This is an optimization exercise on Yosys and OpenROAD, whose aim is small area and a short achievable clock period, not a production implementation.
Function was checked by simulation only, so behaviour that the tests miss may differ from the original.
No activity file was given, so power comes from the tool's default toggle rates.

## design.v

```verilog
`default_nettype none
package copy_cfg_pkg;
    localparam int ADDR_W = 16;
    localparam int DATA_BYTES = 64;
    localparam int DATA_W     = DATA_BYTES * 8;
    localparam int NUM_DIMS = 6;
    localparam int REQ_W_DEFAULT = 16;
endpackage : copy_cfg_pkg
`default_nettype wire
`default_nettype none
package copy_types_pkg;
    localparam int ADDR_W   = 16;
    localparam int DATA_W   = 64 * 8;
    localparam int NUM_DIMS = 6;
    typedef struct packed {
        logic [ADDR_W-1:0]                   base;
        logic [NUM_DIMS-1:0][ADDR_W-1:0] size;
        logic [NUM_DIMS-1:0][ADDR_W-1:0] stride;
    } addr_pattern_t;
    typedef struct packed {
        logic [ADDR_W-1:0] addr;
        logic              vld;
    } rd_req_t;
    typedef struct packed {
        logic [ADDR_W-1:0] addr;
        logic [DATA_W-1:0] data;
        logic              vld;
    } wr_beat_t;
endpackage : copy_types_pkg
`default_nettype wire
`default_nettype none
module req_counter #(
    parameter int CNT_W = copy_cfg_pkg::REQ_W_DEFAULT
) (
    input  logic             clk,
    input  logic             load,
    input  logic [CNT_W-1:0] load_val,
    input  logic             dec,
    output logic [CNT_W-1:0] count
);
    always_ff @(posedge clk) begin
        if (load)     count <= load_val;
        else if (dec) count <= count - 1'b1;
    end
endmodule
`default_nettype wire
`default_nettype none
module nested_addr_gen (
    input  logic                            clk,
    input  logic                            init_pulse,
    input  logic                            prime,      
    input  copy_types_pkg::addr_pattern_t   pattern,
    input  logic                            step,
    output logic [copy_cfg_pkg::ADDR_W-1:0] addr
);
    localparam int ND = copy_cfg_pkg::NUM_DIMS;
    localparam int AW = copy_cfg_pkg::ADDR_W;
    logic [AW-1:0]          base_q;
    logic [AW-1:0]          back_q;     
    logic [ND-1:0][AW-1:0]  size_q;
    logic [ND-1:0]          tiny_q;     
    logic [ND-1:0][AW-1:0]  cnt_q;      
    logic [ND-1:0]          last_q;     
    logic [ND-1:0]          pen_q;      
    logic [ND-1:0][AW-1:0]  jmp_q;      
    logic [ND-1:0]          jmp_ok;
    logic [ND-1:0]          sel_q;      
    logic [AW-1:0]          jn_q;       
    logic                   okn_q;      
    logic [ND-1:0]          below;      
    logic [ND-1:0]          last_nx;
    logic [ND-1:0]          ok_nx;
    logic [ND-1:0]          sel_nx;
    logic [AW-1:0]          jn_nx;
    logic                   okn_nx;
    logic                   adv;        
    function automatic logic [AW-1:0] add_fast(input logic [AW-1:0] a,
                                               input logic [AW-1:0] b,
                                               input logic          cin);
        logic [AW-1:0] g, p, gg, pp, c;
        g  = a & b;
        p  = a ^ b;
        gg = g;
        pp = p;
        for (int s = 1; s < AW; s = s * 2) begin
            for (int i = AW - 1; i >= s; i--) begin
                gg[i] = gg[i] | (pp[i] & gg[i-s]);
                pp[i] = pp[i] & pp[i-s];
            end
        end
        c[0] = cin;
        for (int i = 1; i < AW; i++) c[i] = gg[i-1] | (pp[i-1] & cin);
        add_fast = p ^ c;
    endfunction
    assign adv = step | prime;
    always_comb begin
        logic seen;
        seen = 1'b0;
        for (int d = 0; d < ND; d++) begin
            seen     = seen | sel_q[d];
            below[d] = ~seen;
        end
    end
    always_comb begin
        for (int d = 0; d < ND; d++) begin
            last_nx[d] = last_q[d];
            ok_nx[d]   = jmp_ok[d];
            if (adv) begin
                if (below[d])      last_nx[d] = tiny_q[d];
                else if (sel_q[d]) last_nx[d] = pen_q[d];
                if (sel_q[d])      ok_nx[d]   = 1'b1;
            end
        end
    end
    always_comb begin
        logic carry;
        carry = 1'b1;
        for (int d = 0; d < ND; d++) begin
            sel_nx[d] = carry & ~last_nx[d];
            carry     = carry & last_nx[d];
        end
    end
    always_comb begin
        jn_nx  = '0;
        okn_nx = 1'b0;
        for (int d = 0; d < ND; d++) begin
            jn_nx  = jn_nx | ({AW{sel_nx[d]}} & jmp_q[d]);
            okn_nx = okn_nx | (sel_nx[d] & ok_nx[d]);
        end
    end
    always_ff @(posedge clk) begin
        if (init_pulse) begin
            base_q <= pattern.base;
            size_q <= pattern.size;
            jmp_q  <= pattern.stride;
            jmp_ok <= '0;
            for (int d = 0; d < ND; d++)
                tiny_q[d] <= (pattern.size[d][AW-1:1] == '0);
        end else begin
            last_q <= last_nx;
            jmp_ok <= ok_nx;
            if (adv) begin
                addr   <= add_fast(okn_q ? addr : base_q, jn_q, 1'b0);
                back_q <= add_fast(okn_q ? back_q : '0, ~jn_q, 1'b1);
                for (int d = 0; d < ND; d++) begin
                    if (below[d]) begin
                        cnt_q[d] <= size_q[d];
                        pen_q[d] <= (size_q[d] == AW'(2));
                    end else if (sel_q[d]) begin
                        cnt_q[d] <= cnt_q[d] - 1'b1;
                        pen_q[d] <= (cnt_q[d] == AW'(3));
                    end
                    if (sel_q[d] & ~jmp_ok[d]) jmp_q[d] <= add_fast(back_q, jn_q, 1'b0);
                end
            end
        end
    end
    always_ff @(posedge clk) begin
        if (init_pulse) begin
            sel_q <= '0;
            jn_q  <= '0;
            okn_q <= 1'b0;
        end else begin
            sel_q <= sel_nx;
            jn_q  <= jn_nx;
            okn_q <= okn_nx;
        end
    end
endmodule
`default_nettype wire
`default_nettype none
module copy_sequencer #(
    parameter int REQ_W = copy_cfg_pkg::REQ_W_DEFAULT
) (
    input  logic             clk,
    input  logic             reset_n,
    input  logic             init_pulse,
    input  logic [REQ_W-1:0] areq_num,
    input  logic             prime,       
    input  logic             rdata_vld,
    output logic             rd_vld,      
    output logic             finish
);
    logic             active;      
    logic             rd_go;
    logic             last_pre;    
    logic [REQ_W-1:0] rd_left;     
    logic [REQ_W-1:0] rsp_left;    
    always_ff @(posedge clk or negedge reset_n) begin
        if (~reset_n)        active <= 1'b0;
        else if (init_pulse) active <= 1'b1;
    end
    assign rd_go = active & (rd_left != '0);
    req_counter #(.CNT_W(REQ_W)) u_rd_cnt (
        .clk      (clk)
    ,   .load     (init_pulse)
    ,   .load_val (areq_num)
    ,   .dec      (rd_go)
    ,   .count    (rd_left)
    );
    req_counter #(.CNT_W(REQ_W)) u_rsp_cnt (
        .clk      (clk)
    ,   .load     (init_pulse)
    ,   .load_val (areq_num)
    ,   .dec      (rdata_vld)
    ,   .count    (rsp_left)
    );
    always_ff @(posedge clk or negedge reset_n) begin
        if (~reset_n) begin
            rd_vld   <= 1'b0;
            last_pre <= 1'b0;
            finish   <= 1'b0;
        end else begin
            rd_vld   <= rd_go;
            last_pre <= rdata_vld & (rsp_left == REQ_W'(1));
            finish   <= last_pre | (prime & (rsp_left == '0));
        end
    end
endmodule
`default_nettype wire
`default_nettype none
module write_stage (
    input  logic                            clk,
    input  logic                            reset_n,
    input  logic [copy_cfg_pkg::DATA_W-1:0] rdata,
    input  logic                            rdata_vld,
    output logic [copy_cfg_pkg::DATA_W-1:0] wdata,
    output logic                            wvld
);
    always_ff @(posedge clk) begin
        wdata <= rdata;
    end
    always_ff @(posedge clk or negedge reset_n) begin
        if (~reset_n) wvld <= 1'b0;
        else          wvld <= rdata_vld;
    end
endmodule
`default_nettype wire
`default_nettype none
module strided_copy #(
    parameter int REQ_W = copy_cfg_pkg::REQ_W_DEFAULT
) (
    input  logic                            clk,
    input  logic                            reset_n,
    input  logic                            init_pulse,
    input  logic [REQ_W-1:0]                areq_num,
    input  logic [copy_cfg_pkg::ADDR_W*(1+2*copy_cfg_pkg::NUM_DIMS)-1:0] rd_pattern,
    input  logic [copy_cfg_pkg::ADDR_W*(1+2*copy_cfg_pkg::NUM_DIMS)-1:0] wr_pattern,
    input  logic [copy_cfg_pkg::DATA_W-1:0] rdata,
    input  logic                            rdata_vld,
    output logic [copy_cfg_pkg::ADDR_W-1:0] rd_req_addr,
    output logic                            rd_req_vld,
    output logic [copy_cfg_pkg::ADDR_W-1:0] wr_addr,
    output logic [copy_cfg_pkg::DATA_W-1:0] wr_data,
    output logic                            wr_vld,
    output logic                            finish
);
    copy_types_pkg::addr_pattern_t   rd_pat;
    copy_types_pkg::addr_pattern_t   wr_pat;
    logic                            prime;     
    always_ff @(posedge clk) begin
        prime <= init_pulse;
    end
    assign rd_pat = rd_pattern;
    assign wr_pat = wr_pattern;
    copy_sequencer #(.REQ_W(REQ_W)) u_seq (
        .clk        (clk)
    ,   .reset_n    (reset_n)
    ,   .init_pulse (init_pulse)
    ,   .areq_num   (areq_num)
    ,   .prime      (prime)
    ,   .rdata_vld  (rdata_vld)
    ,   .rd_vld     (rd_req_vld)
    ,   .finish     (finish)
    );
    nested_addr_gen u_rd_gen (
        .clk        (clk)
    ,   .init_pulse (init_pulse)
    ,   .prime      (prime)
    ,   .pattern    (rd_pat)
    ,   .step       (rd_req_vld)
    ,   .addr       (rd_req_addr)
    );
    nested_addr_gen u_wr_gen (
        .clk        (clk)
    ,   .init_pulse (init_pulse)
    ,   .prime      (prime)
    ,   .pattern    (wr_pat)
    ,   .step       (wr_vld)
    ,   .addr       (wr_addr)
    );
    write_stage u_wr_stage (
        .clk        (clk)
    ,   .reset_n    (reset_n)
    ,   .rdata      (rdata)
    ,   .rdata_vld  (rdata_vld)
    ,   .wdata      (wr_data)
    ,   .wvld       (wr_vld)
    );
endmodule
`default_nettype wire
```

## flow/run.sh

```bash
#!/bin/bash
# The standard layout, with these changes: each data bit's input and
# output pins are placed side by side (flow/pins.tcl, read just before pin
# placement), the port buffers are the smallest buffer (the resizer upsizes
# the ones on critical paths), and CTS adds no dummy loads and drives the registers through clkbuf_4. The make output
# goes to flow.log; ORFS keeps each step's log under orfs/logs/.
set -uo pipefail
export PRE_IO_PLACEMENT_TCL="$PWD/flow/pins.tcl"
export BUFFER_PORTS_ARGS="-buffer_cell sky130_fd_sc_hd__buf_1"
export CTS_ARGS="-sink_clustering_enable -repair_clock_nets -dont_use_dummy_load -buf_list {sky130_fd_sc_hd__clkbuf_4 sky130_fd_sc_hd__clkbuf_16} -root_buf sky130_fd_sc_hd__clkbuf_16 -tree_buf sky130_fd_sc_hd__clkbuf_16 -sink_clustering_buffer sky130_fd_sc_hd__clkbuf_4"
bash standard.sh > flow.log 2>&1
```

## flow/pins.tcl

```tcl
# Keep each data bit's input and output pins side by side, so the register
# between them sits next to both.
for {set i 0} {$i < 512} {incr i} {
  set_io_pin_constraint -group -order -pin_names [list "rdata\[$i\]" "wr_data\[$i\]"]
}
```

## standard.sh

```bash
#!/bin/bash
# synth_recipe.tcl (not shown) runs the flow's synth.tcl, then flattens the netlist and writes it again
# the make line also repeats each setting of config.mk as NAME=value (left out here)
make -C /OpenROAD-flow-scripts/flow DESIGN_CONFIG=/design/flow/config.mk WORK_HOME=/design/flow/orfs CLKGATE_MAP_FILE= SYNTH_SCRIPT=/design/flow/synth_recipe.tcl "${@:-finish}"
```

## config.mk

```make
export PLATFORM = sky130hd
export DESIGN_NAME = strided_copy
export DESIGN_NICKNAME = strided_copy
export VERILOG_FILES = /design/flow/design.v
export SDC_FILE = /design/flow/constraint.sdc
export NUM_CORES = 4
export LEC_CHECK = 0
export ABC_CLOCK_PERIOD_IN_PS = 2700
export CAP_MARGIN = 20
export CORE_AREA = 5 5 505 505
export DIE_AREA = 0 0 510 510
export PLACE_DENSITY = 0.75
export SETUP_SLACK_MARGIN = 2.75
export SLEW_MARGIN = 20
```

## constraint.sdc

```tcl
create_clock -name core_clock -period 5.3 [get_ports {clk}]
set_input_delay 1.0600 -clock core_clock [delete_from_list [all_inputs] [get_ports {clk}]]
set_output_delay 1.0600 -clock core_clock [all_outputs]
set_load 0.01 [all_outputs]
```

==> results.txt <==
-- cell type report --
type                            instances  area [um2]  share of cell area
Clock buffer                          340        3271             0.05040
Antenna cell                           43       107.6            0.001658
Tap cell                             3330        4167             0.06420
Timing Repair Buffer                 1596        6618              0.1020
Inverter                              150       568.0            0.008753
Sequential cell                      1316       33810              0.5209
Multi-Input combinational cell       2427       16360              0.2521
-- state kept, by name, summed over array words and instances, names as in the netlist, 96 cells and up --
signal            flops
u_wr_gen.cnt_q       96
u_rd_gen.cnt_q       96
u_rd_gen.jmp_q       96
u_wr_gen.jmp_q       96
u_rd_gen.size_q      96
u_wr_gen.size_q      96
u_wr_stage.wdata    512
-- cells in the final DEF, fill, tap and decap left out, drive strengths merged, types with 65 or more instances in the layout --
master / instances
clkbuf: 343
nor2: 260
xnor2: 161
nor3: 110
dfxtp: 571
xor2: 75
a21oi: 210
a21o: 65
inv: 150
nor4: 122
edfxtp: 740
o21ai: 191
nand2: 446
ha: 127
nand3: 123
buf: 1593
-- power groups by stage --
stage	registers, uW	clock network, uW	logic (uW)
finish	13100	7870	5450
CTS	13000	8280	4980
floorplan	13100	0	3090
global route	13200	8730	5940
global placement	13200	0	4580
detailed placement	13200	0	4690
-- worst max path at each step --
stage / start / end / slack [ns] / depth (start not counted)
detailed placement: prime / u_rd_gen.jn_q[13] / 1.62 / 7
finish: u_rd_gen.okn_q / u_rd_gen.back_q[13] / 2.66 / 11
global placement: prime / u_rd_gen.jn_q[13] / 1.73 / 7
global route: u_rd_gen.back_q[1] / u_rd_gen.jmp_q[79] / 2.55 / 9
floorplan: init_pulse / u_wr_gen.cnt_q[64] / 2.15 / 5
CTS: u_wr_gen.addr[2] / wr_addr[2] / 2.69 / 1
-- timing repair --
action / CTS / global route
resized for setup: 130 / 131
pin swaps: 32 / 53
buffers inserted: 34 / 32
setup endpoints to repair: 420 / 207
cloned: 3 / 2
-- metal layers --
metal	vias to the layer above	track usage	part of all wire
met5	-	0	0.0013
met4	36	0.08689	0.071
met3	536	0.04581	0.13
met2	2701	0.2017	0.47
met1	18616	0.1299	0.32
li1	18245	-	-
-- logic make-up (layout without fill, tap and decap cells) --
group                      count (synthesis)  in the layout  synth area share
buffers and inverters                    288           2086           0.02252
DFF                                     1316           1316            0.6754
other                                      0             43                 0
AOI/OAI and AO/OA                        717            717           0.09072
and+or+nand+nor                         1277           1278            0.1226
muxes                                     63             65           0.01406
adders and majority gates                131            131           0.03338
xor gates and xnor gates                 236            236           0.04133
-- metrics by stage --
step	hold slack (ns)	setup slack, ns	power, uW	std cells	area, um2
6_report	0.2706	2.660	26430	9202	64900
5_1_grt	0.2097	2.548	27840	9177	64840
4_1_cts	0.1725	2.687	26300	9124	63870
3_5_place_dp	0.4584	1.625	17930	8747	59740
3_3_place_gp	0.4524	1.727	17810	8746	59730
2_1_floorplan	0.4170	2.147	16190	4028	50310
==> results.txt <==
I/O Buffers = 1,494
First-pass GRT wire length = 242.5 mm
Crit path largest cell delay = 0.37 ns
Sequential share of power = 0.496
Most frequent cells after synthesis = 740 x edfxtp_1, 571 x dfxtp_1, 446 x nand2_1, 257 x nor2_1, 208 x a21oi_1
Critical R2R Capture = u_rd_gen.back_q[13]
CP Cell Sequence = buf_8 -> buf_4 -> buf_12 -> and2_1 -> ha_1 -> a21oi_2 -> o21ai_1 -> a22o_1 -> a41o_4 -> o41ai_2 -> xnor2_1
Starting density of the core = 0.2011
FF-to-FF Start = u_rd_gen.okn_q
Clk latency of the worst-skew pair = 0.83 ns
Mapped Area = 50,010 um2
Status = complete, no violations
Via density = 4.361
CTS Root Cell = clkbuf_16
Sequential element share of the synthesized area = 0.6754
Pwr Density = 407.2 nW/um2
Initial DRC count = 3,971
Worst Path Arrival = 3.11 ns
Vias in the first global route = 39.55k
Fin. max-slew vios = 0
Post-Syn Area per Cell = 12.42 um2
Slew HR = 0.2279
Worst Tran Pin Value = 1.158 ns
Family with the most delay on the worst path = compound AO/OA/AOI/OAI gates
Die ar. = 260,100 um2
Number of hold violations in the final report = 0
Area of the core = 248,700 um2
Via count = 40.13k
CTS Sinks = 1,316
Row count = 183
GRT Total Usage = 0.1226
Drt drc = 0
Drt total wl = 173.3 mm
Setup TNS Final = 0 ns
Net Sw Frac = 0.2978
Initial antenna violation count = 56
# IOs = 1,495
RSZ-0062 raised after global routing = true
CTS Hold Buffers Added = 0
Most frequent cell after synthesis = edfxtp_1
Drt first pass iters = 7
Max_cap viols = 0
DR WL/cell = 18.83 um
Share of cells above drive strength 1 = 0.1249
Placer congestion estimate = 0.9300
Post-layout min period = 2.640 ns
Clock power frac = 0.298
Syn Nets = 5,107
Synth warnings = 5
Primary FF master, synth = edfxtp_1
Inserted Clock Buffers = 340
Logic pwr share = 0.206
R2R cell count = 11
Ranking of synthesized cells by area = edfxtp_1 44%, dfxtp_1 23%, nand2_1 3.3%, ha_1 3.2%, xnor2_1 2.8%
Die Wd = 510 um
LEAKAGE = 0.02306 uW
Largest net degree at the start of global routing = 153
WP buf/inv = 3
Async SR Flop Fraction = 0.003799
Final core occ = 0.2610
Synthesized flop and latch total = 1,316
Critical Path RT = 5.77 ns
Area grow syn2layout = 29.77%
Die H = 510 um
GR Overflow Total = 0
EDFF count, synth = 740
Final worst path period share = 0.4981
Crit-path slowest cell = dfxtp_4
DP HPWL = 126.8 mm
Clock H-tree levels = 5
CTS tree = built
Crit path kind = register to register
Fillers = 25.83k
Final net count = 6,910
Setup Skew = 0.09252 ns
Cells after Synth = 4,028
Synth top area share = 0.4443
Reg2reg setup slack = 2.66 ns
Switching power = 7872 uW
Critical Path Fanout Max = 16
Critical path endpoint category = register
P_int = 18,560 uW
Area leader, netlist = edfxtp_1
Setup crit start kind = register
Hold Crit Class = primary input to asynchronous set/reset pin
Buffer depth of the longest clock path = 4
Netlist cell types = 81
Worst-path clk slew = 0.05 ns
Peak VDD IR = 0.0003019 V
Final Setup Violations = 0
Routed Antenna Nets = 0
Fmax = 0.3788 GHz

static timing again, ports no longer ideal:
No port has a modelled driver above. Below, the same layout with a new extraction and two added sets of constraints. Step 1 (the two cells are an assumption about what drives the block):
set clk [get_ports {clk}]
set_driving_cell -lib_cell sky130_fd_sc_hd__clkbuf_16 $clk
set_driving_cell -lib_cell sky130_fd_sc_hd__buf_2 [delete_from_list [all_inputs] $clk]
Step 2 times the ports against the registers' clock, not the clock port: input delays grow and output delays shrink by t, the midpoint of the rising clock arrivals with the driver on. Slacks: ideal / step 1 / step 2; pairs: ideal / step 1.
t, ns: 0.849
setup slack, ns: 2.660 / 2.647 / 2.038
worst setup path at the end: input to register
slew at the worst register clock pin (ns): 0.07 / 0.07
After both steps this run still meets setup and hold. The setup slack of this run moves by -0.013 ns with the drivers and by -0.622 ns with both steps.
